Source: an optimization exercise on an open RTL-to-GDS flow (aim: small area, a short achievable clock period and few clock cycles). Production flows keep margins and buffers that such runs may drop. RTL that was checked went through simulation tests only; none was proved equivalent to the original.

==> module dehaze_top, before the edit <==
module dehaze_top (
    input  logic        clk,
    input  logic        rst,
    input  logic        in_req,
    output logic        in_ack,
    input  logic [23:0] in_pix,      
    output logic        out_req,
    input  logic        out_ack,
    output logic [23:0] out_pix,     
    output logic        out_last
);
    logic        i_full;            
    logic [23:0] ipix;
    logic [23:0] ch [0:8];          
    logic [5:0]  cnt;               
    logic [3:0]  nold;              
    logic        oraw;              
    logic        ordy;              
    logic        pin;               
    logic        pdr;               
    logic [6:0]  gain;
    logic [7:0]  vm [0:7];          
    logic [7:0]  v3p;               
    logic [7:0]  pmin;              
    function automatic logic lt8(input logic [7:0] a, input logic [7:0] b);
        lt8 = 1'b0;
        for (int i = 0; i < 8; i++) lt8 = (~a[i] & b[i]) | (~(a[i] & ~b[i]) & lt8);
    endfunction
    function automatic logic [7:0] min2(input logic [7:0] a, input logic [7:0] b);
        min2 = lt8(a, b) ? a : b;
    endfunction
    function automatic logic [7:0] min3(input logic [23:0] p);
        logic rg, rb, gb;
        rg = lt8(p[23:16], p[15:8]);
        rb = lt8(p[23:16], p[7:0]);
        gb = lt8(p[15:8], p[7:0]);
        min3 = (rg && rb) ? p[23:16] : (!rg && gb) ? p[15:8] : p[7:0];
    endfunction
    function automatic logic [7:0] recover(input logic [7:0] c, input logic [6:0] g);
        logic [7:0]  u;
        logic [13:0] s, k, pp, ns, nk;
        logic [14:0] p;
        u = ~c;
        s = {6'b0, u & {8{g[0]}}};
        k = 14'd0;
        for (int j = 1; j < 6; j++) begin
            pp = {6'b0, u & {8{g[j]}}} << j;
            ns = s ^ k ^ pp;
            nk = ((s & k) | (s & pp) | (k & pp)) << 1;
            s  = ns;
            k  = nk;
        end
        p = {1'b0, s + k} | (g[6] ? {1'b0, u, 6'b0} : 15'd0);
        recover = (|p[14:12]) ? 8'd0 : ~p[11:4];
    endfunction
    logic [7:0] m_new, m_up, v3, dark, pm_new, vm_new;
    logic [3:0] nnew;
    logic       out_free, do_in, do_drain, c8_valid, interior;
    assign m_new  = min3(ipix);
    assign m_up   = min3(ch[7]);
    assign v3     = min2(vm[7], m_new);
    assign dark   = min2(min2(pmin, vm[7]), m_new);
    assign pm_new = min2(min2(v3p, vm[7]), m_new);
    assign vm_new = min2(m_up, m_new);
    assign nnew     = (cnt > 6'd8) ? 4'd9 : cnt[3:0];
    assign out_free = (!oraw && !ordy && !out_req) || (out_req && out_ack);
    assign do_in    = i_full && !pin && out_free;
    assign do_drain = !i_full && !pdr && (nold != 4'd0) && out_free;
    assign c8_valid = (nold != 4'd0) || (cnt > 6'd8);
    assign interior = (cnt[2:1] != 2'd0) && (cnt[5:4] != 2'd0);
    always_ff @(posedge clk or posedge rst) begin
        if (rst) begin
            i_full  <= 1'b0;
            in_ack  <= 1'b0;
            cnt     <= '0;
            nold    <= '0;
            oraw    <= 1'b0;
            ordy    <= 1'b0;
            out_req <= 1'b0;
            pin     <= 1'b0;
            pdr     <= 1'b0;
        end else begin
            if (in_req && !in_ack && (!i_full || pin)) begin
                i_full <= 1'b1;
                in_ack <= 1'b1;
            end else begin
                if (in_ack && !in_req) in_ack <= 1'b0;
                if (pin) i_full <= 1'b0;
            end
            pin <= do_in;
            pdr <= do_drain;
            if (pin) begin
                cnt <= cnt + 1'b1;
                if (cnt == 6'd63) nold <= 4'd9;
                else if (nold != 4'd0) nold <= nold - 1'b1;
            end else if (pdr) begin
                nold <= nold - 1'b1;
            end
            if (out_req && out_ack) out_req <= 1'b0;
            if ((oraw || ordy) && !out_ack) out_req <= 1'b1;
            ordy <= (oraw || ordy) && out_ack;
            oraw <= (do_in && c8_valid) || do_drain;
        end
    end
    always_ff @(posedge clk) begin
        if (!i_full || pin) ipix <= in_pix;
        if (pin) begin
            ch[0] <= ipix;
            vm[0] <= vm_new;
            for (int k = 1; k < 8; k++) vm[k] <= vm[k-1];
            v3p  <= v3;
            pmin <= pm_new;
        end
        for (int k = 1; k < 9; k++) begin
            if (pin || (pdr && nnew < 4'(k))) ch[k] <= ch[k-1];
        end
        gain <= (i_full && interior) ? dehaze_pkg::gain_lut(dark) : 7'd16;
        if (oraw) begin
            out_pix[23:16] <= recover(out_pix[23:16], gain);
            out_pix[15:8]  <= recover(out_pix[15:8], gain);
            out_pix[7:0]   <= recover(out_pix[7:0], gain);
        end else if (do_in || do_drain) begin
            out_pix  <= ch[8];
            out_last <= (nold == 4'd1);
        end
    end
endmodule
==> flow/config.mk <==
export PLATFORM = sky130hd
export DESIGN_NAME = dehaze_top
export DESIGN_NICKNAME = dehaze_top
export VERILOG_FILES = /design/flow/design.v
export SDC_FILE = /design/flow/constraint.sdc
export NUM_CORES = 4
export LEC_CHECK = 0
export ABC_AREA = 1
export CAP_MARGIN = 50
export CORE_MARGIN = 2
export CORE_UTILIZATION = 70
export SLEW_MARGIN = 50
==> flow/constraint.sdc <==
create_clock -name core_clock -period 25.0 [get_ports {clk}]
set_input_delay 5.0000 -clock core_clock [delete_from_list [all_inputs] [get_ports {clk}]]
set_output_delay 5.0000 -clock core_clock [all_outputs]
set_load 0.01 [all_outputs]
standard.sh (not shown) runs the stock make flow with config.mk's settings and CLKGATE_MAP_FILE= SYNTH_SCRIPT=/design/flow/synth_recipe.tcl, a recipe that flattens the netlist after the stock synthesis.
==> flow/flow/run.sh <==
#!/bin/bash
# Own flow: the standard synthesis, then the standard ORFS layout with the
# platform's delay cells kept out of buffering and resizing (they otherwise end
# up as port and wire buffers). Each step's output goes to its own log here.
set -euo pipefail
PLATFORM_DONT_USE="sky130_fd_sc_hd__probe_p_8 sky130_fd_sc_hd__probec_p_8 sky130_fd_sc_hd__lpflow_bleeder_1 sky130_fd_sc_hd__lpflow_clkbufkapwr_1 sky130_fd_sc_hd__lpflow_clkbufkapwr_16 sky130_fd_sc_hd__lpflow_clkbufkapwr_2 sky130_fd_sc_hd__lpflow_clkbufkapwr_4 sky130_fd_sc_hd__lpflow_clkbufkapwr_8 sky130_fd_sc_hd__lpflow_clkinvkapwr_1 sky130_fd_sc_hd__lpflow_clkinvkapwr_16 sky130_fd_sc_hd__lpflow_clkinvkapwr_2 sky130_fd_sc_hd__lpflow_clkinvkapwr_4 sky130_fd_sc_hd__lpflow_clkinvkapwr_8 sky130_fd_sc_hd__lpflow_decapkapwr_12 sky130_fd_sc_hd__lpflow_decapkapwr_3 sky130_fd_sc_hd__lpflow_decapkapwr_4 sky130_fd_sc_hd__lpflow_decapkapwr_6 sky130_fd_sc_hd__lpflow_decapkapwr_8 sky130_fd_sc_hd__lpflow_inputiso0n_1 sky130_fd_sc_hd__lpflow_inputiso0p_1 sky130_fd_sc_hd__lpflow_inputiso1n_1 sky130_fd_sc_hd__lpflow_inputiso1p_1 sky130_fd_sc_hd__lpflow_inputisolatch_1 sky130_fd_sc_hd__lpflow_isobufsrc_1 sky130_fd_sc_hd__lpflow_isobufsrc_16 sky130_fd_sc_hd__lpflow_isobufsrc_2 sky130_fd_sc_hd__lpflow_isobufsrc_4 sky130_fd_sc_hd__lpflow_isobufsrc_8 sky130_fd_sc_hd__lpflow_isobufsrckapwr_16 sky130_fd_sc_hd__lpflow_lsbuf_lh_hl_isowell_tap_1 sky130_fd_sc_hd__lpflow_lsbuf_lh_hl_isowell_tap_2 sky130_fd_sc_hd__lpflow_lsbuf_lh_hl_isowell_tap_4 sky130_fd_sc_hd__lpflow_lsbuf_lh_isowell_4 sky130_fd_sc_hd__lpflow_lsbuf_lh_isowell_tap_1 sky130_fd_sc_hd__lpflow_lsbuf_lh_isowell_tap_2 sky130_fd_sc_hd__lpflow_lsbuf_lh_isowell_tap_4"
DELAY_CELLS="sky130_fd_sc_hd__clkdlybuf4s15_1 sky130_fd_sc_hd__clkdlybuf4s15_2 sky130_fd_sc_hd__clkdlybuf4s18_1 sky130_fd_sc_hd__clkdlybuf4s18_2 sky130_fd_sc_hd__clkdlybuf4s25_1 sky130_fd_sc_hd__clkdlybuf4s25_2 sky130_fd_sc_hd__clkdlybuf4s50_1 sky130_fd_sc_hd__clkdlybuf4s50_2 sky130_fd_sc_hd__dlygate4sd1_1 sky130_fd_sc_hd__dlygate4sd2_1 sky130_fd_sc_hd__dlygate4sd3_1 sky130_fd_sc_hd__dlymetal6s2s_1 sky130_fd_sc_hd__dlymetal6s4s_1 sky130_fd_sc_hd__dlymetal6s6s_1"
bash standard.sh synth > synth.log 2>&1
bash standard.sh "DONT_USE_CELLS=$PLATFORM_DONT_USE $DELAY_CELLS" finish > layout.log 2>&1
test -s out/final.def
Next try:
--- a/flow/design.v
+++ b/flow/design.v
@@ -325,9 +325,9 @@
     assign m_new  = min3(ipix);
     assign m_up   = min3(ch[7]);
     assign v3     = min2(vm[7], m_new);
     assign dark   = min2(min2(pmin, vm[7]), m_new);
-    assign pm_new = min2(min2(v3p, vm[7]), m_new);
+    assign pm_new = min2(v3p, v3);
     assign vm_new = min2(m_up, m_new);
     assign nnew     = (cnt > 6'd8) ? 4'd9 : cnt[3:0];
     assign out_free = (!oraw && !ordy && !out_req) || (out_req && out_ack);
     assign do_in    = i_full && !pin && out_free;
@@ -381,13 +381,11 @@
             if (pin || (pdr && nnew < 4'(k))) ch[k] <= ch[k-1];
         end
         gain <= (i_full && interior) ? dehaze_pkg::gain_lut(dark) : 7'd16;
         if (oraw) begin
-            out_pix[23:16] <= recover(out_pix[23:16], gain);
-            out_pix[15:8]  <= recover(out_pix[15:8], gain);
-            out_pix[7:0]   <= recover(out_pix[7:0], gain);
-        end else if (do_in || do_drain) begin
-            out_pix  <= ch[8];
-            out_last <= (nold == 4'd1);
+            out_pix[23:16] <= recover(ch[8][23:16], gain);
+            out_pix[15:8]  <= recover(ch[8][15:8], gain);
+            out_pix[7:0]   <= recover(ch[8][7:0], gain);
+            out_last       <= (nold == 4'd1);
         end
     end
 endmodule
What happened: Global-route usage goes up by 0.55 points; die area goes down by 2.1%; routed wire length goes down by 1.5%; cell area goes down by 1.2%; cell count goes down by 4.1%; worst hold slack is about the same; first-iteration DRC count goes up by 11%; worst setup slack improved by 0.17 ns.
Testbench counts after the change, summed over its fixed seeds: cycles 8,352.
No functional check of the RTL was part of the first run of this note.

port drivers added, routing unchanged:
How much do the figures lean on ideal ports? The routed layouts below were timed once more, with nothing changed but the port constraints. Step 1, drivers: a clkbuf_16 drives clk and a buf_2 each remaining input, both assumed. Step 2 moves the port delays by t, midway between the first and last clock arrival at a register: inputs arrive t later, outputs are due t later. That takes back most of the time a late clock gives input paths. Three values: ideal ports, drivers, drivers and shift; two values: the first two.
| run | t (ns) | setup slack, ns | worst setup path after step 2 | worst slew at a driven data input, ns | pins driven straight from the clock port |
|---|---|---|---|---|---|
| the first run | 0.576 | 18.780 / 18.730 / 18.353 | input to register | 0.03 | 1 |
| the second run | 0.572 | 18.953 / 18.904 / 19.133 | register to register | 0.04 | 1 |
After both steps setup and hold are still met in every run listed. The setup slack of the first run, which loses most, moves by -0.050 ns with the drivers and by -0.427 ns with both steps.
